Context: an optimization exercise on an open-source flow, tuned for small area, a short achievable clock period and few clock cycles. The choices shown serve that exercise and are no tape-out recipe.
No functional check of the RTL was part of any run shown here.
Power is estimated from default activity; no workload was simulated.

## flow/design.v (module list and top-level ports; edited modules follow where they fit)
// module yrs_ctrl: 161 lines
// module yrs_datapath: 2266 lines
// module yuv_to_rgb32_horizontal_scaler_top: 72 lines
module yuv_to_rgb32_horizontal_scaler_top #(
  parameter int MAX_UPSCALE = yrs_pkg::MAX_UPSCALE_DEF
) (
  input  logic                            clk,
  input  logic                            rst_n,
  input  logic                            cfg_we,
  input  logic [yrs_pkg::CFG_IDX_W-1:0]   cfg_index,
  input  logic [yrs_pkg::CFG_W-1:0]       cfg_data,
  input  logic                            in_valid,
  output logic                            in_ready,
  input  logic [yrs_pkg::LUMA_W-1:0]      in_luma,
  input  logic [yrs_pkg::CHROMA_W-1:0]    in_chroma_u,
  input  logic [yrs_pkg::CHROMA_W-1:0]    in_chroma_v,
  input  logic                            in_row_start,
  output logic                            out_valid,
  input  logic                            out_ready,
  output logic [yrs_pkg::COLOR_W-1:0]     out_red,
  output logic [yrs_pkg::COLOR_W-1:0]     out_green,
  output logic [yrs_pkg::COLOR_W-1:0]     out_blue,
  output logic                            out_last_copy
);
  // ...
==> flow/run.sh <==
#!/bin/bash
# synth_recipe.tcl (not shown) runs the flow's synth.tcl, then flattens the netlist and writes it again
# the make line also repeats each setting of config.mk as NAME=value (left out here)
make -C /OpenROAD-flow-scripts/flow DESIGN_CONFIG=/design/flow/config.mk WORK_HOME=/design/flow/orfs CLKGATE_MAP_FILE= SYNTH_SCRIPT=/design/flow/synth_recipe.tcl finish
==> flow/config.mk <==
export PLATFORM = sky130hd
export DESIGN_NAME = yuv_to_rgb32_horizontal_scaler_top
export DESIGN_NICKNAME = yuv_to_rgb32_horizontal_scaler_top
export VERILOG_FILES = /design/flow/design.v
export SDC_FILE = /design/flow/constraint.sdc
export NUM_CORES = 4
export LEC_CHECK = 0
export CAP_MARGIN = 20
export CORE_MARGIN = 2
export CORE_UTILIZATION = 40
export SETUP_SLACK_MARGIN = 3.5
export SLEW_MARGIN = 20
export TNS_END_PERCENT = 100
==> flow/constraint.sdc <==
create_clock -name core_clock -period 6.0 [get_ports {clk}]
set_input_delay 1.2000 -clock core_clock [delete_from_list [all_inputs] [get_ports {clk}]]
set_output_delay 1.2000 -clock core_clock [all_outputs]
set_load 0.01 [all_outputs]
==> flow_summary.json, run 1 <==
{
  "drt-met1-wl_um": 41800,
  "clk_pin_slew_ps": 60,
  "status": "timing/DRC/antenna clean",
  "routed.top_layer": "met4",
  "initial_core_util": 0.404,
  "min_period_ps": 4930,
  "buf_share": 0.101,
  "ys_types": 68,
  "skew_ps": 16.0,
  "critPathMaxFanout": 8,
  "final_cell_mix": "nand2_1 (742), a21oi_1 (288), inv_1 (219)",
  "cts_root_buf": "clkbuf_16",
  "final_common_cell": "nand2_1",
  "maxSlewHeadroom": 0.378,
  "via_per_inst": 5.61,
  "dieArea_um2": 74500,
  "cts_buffers": 36,
  "grt_max_degree": 82,
  "min_to": "u_ctrl.c1[3]",
  "die_h_um": 273,
  "grt_overflow": 0,
  "multi_input_cells": 2735,
  "dp.cells": 4374,
  "hpwl_um": 61100,
  "power_leader": "combinational logic",
  "r2r_end": "u_datapath.g_b_q[4]",
  "r2r_slack_ps": 1070,
  "hold_depth": 0,
  "crit_start": "u_ctrl.s0_y[3]",
  "drt_iter0_markers": 2426,
  "crit_chain": "buf_6, and2_4, a22oi_2, o21ai_2, fa_2, fa_1, fa_2, inv_2, fa_2, inv_2, fa_2, fa_1, inv_1, fa_2",
  "p_switching_w": 0.00631,
  "vias": 26200,
  "fillers": 6823,
  "insertion_delay_ps": 570,
  "cts_tree": "yes",
  "tapCellCount": 950,
  "synth_fa_ha_area_frac": 0.253,
  "multi_input_area_share": 0.610,
  "synth_compound_area_frac": 0.203,
  "r2r_cells": 14
}
==> run 2, diff against run 1 <==
--- a/flow/config.mk
+++ b/flow/config.mk
@@ -9,5 +9,3 @@
 export CORE_MARGIN = 2
 export CORE_UTILIZATION = 40
-export SETUP_SLACK_MARGIN = 3.5
 export SLEW_MARGIN = 20
-export TNS_END_PERCENT = 100
==> flow_summary.json, run 2 <==
{
  "yosys.area.top_type": "fa_1",
  "rsz0062_at_grt": "false",
  "synth.most_common_cell": "nand2_1",
  "hp-start": "u_ctrl.c0[3]",
  "start_kind": "register",
  "synth_cells": 3593,
  "power_w": 0.0129,
  "tns_ps": 0,
  "initial_core_util": 0.404,
  "drt_iter0_markers": 2586,
  "avgSynthCellArea_um2": 8.06,
  "grt_pass1_wl_um": 135000,
  "insertedDiodeCount": 0,
  "ys_seq_area_frac": 0.241,
  "power.density_nw_per_um2": 410,
  "wl_per_cell_um": 19.1,
  "hpwl_um": 60900,
  "fillers": 7138,
  "htreeDepth": 2,
  "ant_nets": 0,
  "num_rows": 98,
  "fin_crit_sh": 0.889,
  "drt_pass1_iterations": 6,
  "die_x_um": 273,
  "pre_cts_ws_ps": 709,
  "vdd_drop_max_mv": 0.266,
  "crit_type": "register to register",
  "synth_top_area_share": 0.165,
  "cts_buffers": 37,
  "hold_buffers": 0,
  "drv_cap": 0,
  "final-setup-viol-count": 0,
  "max_freq_mhz": 188,
  "hold_path.class": "register to register",
  "synth-seq-cells": 284,
  "final_common_cell": "nand2_1",
  "multi_input_area_um2": 19800,
  "maxSlewHeadroom": 0.386,
  "p_leak_nw": 13.6,
  "ioPinCount": 81,
  "syn2layout_area_growth_pct": 8.75,
  "cts_setup_buffers": 0,
  "hold_violations": 0,
  "place_area_um2": 30300,
  "fin_hold_ws_ps": 422,
  "vias": 24600,
  "final_cell_mix": "nand2_1 (758), a21oi_1 (315), inv_1 (266)",
  "crit_start": "u_ctrl.s0_y[5]",
  "ctsResizeCount": 0,
  "cts_root_buf": "clkbuf_16",
  "crit_path_end_kind": "register",
  "async_reset_ff_frac": 0,
  "status": "timing/DRC/antenna clean",
  "synth_common_cells": "nand2_1 (759), a21oi_1 (315), clkbuf_1 (297)",
  "max_slew.worst_pin.slew_ps": 921,
  "r2r-start": "u_ctrl.s0_y[5]",
  "synth-main-ff-cell": "dfxtp_1",
  "critPathMaxFanout": 19,
  "via_per_inst": 5.55,
  "synthTopCellsByArea": "fa_1 (16%), edfxtp_1 (13%), dfxtp_1 (11%)",
  "wl_um": 84600,
  "ys_warn_count": 2,
  "portBuffers": 80,
  "coreArea_um2": 71600,
  "arrival_ps": 5630,
  "antenna_found_initial": 0,
  "grt_usage": 0.226,
  "die_h_um": 273,
  "ff_latch_area_um2": 6970,
  "drc": 0,
  "final_area_um2": 31500,
  "min_period_ps": 5330,
  "ctsLongestPathBuffers": 3,
  "cts.sinks": 284,
  "skew_ps": 16.0,
  "final.setup.worst_slack_ps": 667,
  "syn_area_um2": 28900,
  "ys_types": 68,
  "fin_nets": 3954,
  "drv_slew": 0,
  "synth_enable_flop_cells": 128,
  "syn_nets": 4085,
  "clk_pin_slew_ps": 60,
  "crit_required_ps": 6300,
  "grt_max_degree": 86,
  "dieArea_um2": 74500,
  "routabilityCongestion": 0.903,
  "insertion_delay_ps": 560,
  "layout-drive-gt1-share": 0.0473,
  "grt_overflow": 0,
  "grt_pass1_vias": 22700,
  "cts_tree": "yes"
}
-- run 2: where the power goes --
group	switching (W)	internal (W)	total [W]
Clock	0.000915	0.00130	0.00221
Combinational	0.00435	0.00315	0.00750
Sequential	0.000233	0.00296	0.00319
Total	0.00550	0.00741	0.0129
-- run 2: layout make-up --
| class | count | share of cell area |
|---|---|---|
| inverters | 268 | 0.0320 |
| well taps | 950 | 0.0378 |
| multi-input cells | 2723 | 0.630 |
| repair buffers | 148 | 0.0416 |
| clock buffers | 47 | 0.0326 |
| clock inverters | 19 | 0.00513 |
| flip-flops and latches | 284 | 0.221 |
-- run 2: worst paths after layout --
kind | cells after the start | slack (ps) | end
worst max register to register | 15 | 670 | u_datapath.g_b_q[4]
worst min-delay path | 0 | 420 | u_ctrl.c1[3]
worst min register to register | 0 | 420 | u_ctrl.c1[3]
worst max-delay path | 15 | 670 | u_datapath.g_b_q[4]
-- run 2: critical path: stages (launching register included) --
cell	delay, ps
edfxtp_1	430
buf_4	270
and2_1	540
a22oi_1	130
o21ai_0	150
fa_1	490
fa_1	470
fa_1	490
buf_4	130
inv_1	60
fa_1	510
inv_1	50
fa_1	380
fa_1	490
inv_1	50
fa_1	420
-- run 2: metal layers --
layer	part of all wire	vias to the layer above	GRT usage	wire (µm)
met5	0	-	0	0
met4	0.029	0	0.0651	2440
met3	0.058	115	0.0280	4910
met2	0.44	782	0.349	37600
met1	0.47	11800	0.331	39600
li1	-	11900	-	-
-- run 2: logic make-up (layout without fill, tap and decap cells) --
group,after synthesis,in the layout,share of synthesized area
AOI/OAI and AO/OA,911,911,0.203
xor gates and xnor gates,136,136,0.0412
adders and majority gates,443,443,0.253
buffers and inverters,586,482,0.0768
DFF,284,284,0.241
muxes,29,29,0.0105
and+or+nand+nor,1204,1204,0.175
-- run 2: through the flow --
step,util,instances
after floorplan,-,3593
after global placement,0.423,4373
after detailed placement,0.423,4373
after CTS,0.439,4439
after global routing,0.440,4439
final,0.440,4439

## port drivers added, routing unchanged
Ports are ideal in the flow. The routed layouts listed here were re-timed in OpenROAD. Step 1 sets driving cells, clkbuf_16 on the clock port and buf_2 on the other inputs (assumed; they add their load-dependent delay and slew). Step 2 times the ports against the registers' clock, not the clock port: input delays grow and output delays shrink by t, the midpoint of the rising clock arrivals with the driver on. Three values: ideal ports, drivers, drivers and shift; two values: the first two.
| run | t, ns | setup WS [ns] | worst setup path after step 2 | latest minus earliest clock arrival (ns) |
|---|---|---|---|---|
| run 1 | 0.621 | 1.067 / 1.066 / 1.066 | register to register | 0.020 / 0.020 |
| run 2 | 0.611 | 0.667 / 0.667 / 0.667 | register to register | 0.017 / 0.017 |
After both steps setup and hold are still met in every run listed. The setup slack of run 1, which loses most, moves by -0.001 ns with the drivers and by -0.001 ns with both steps.
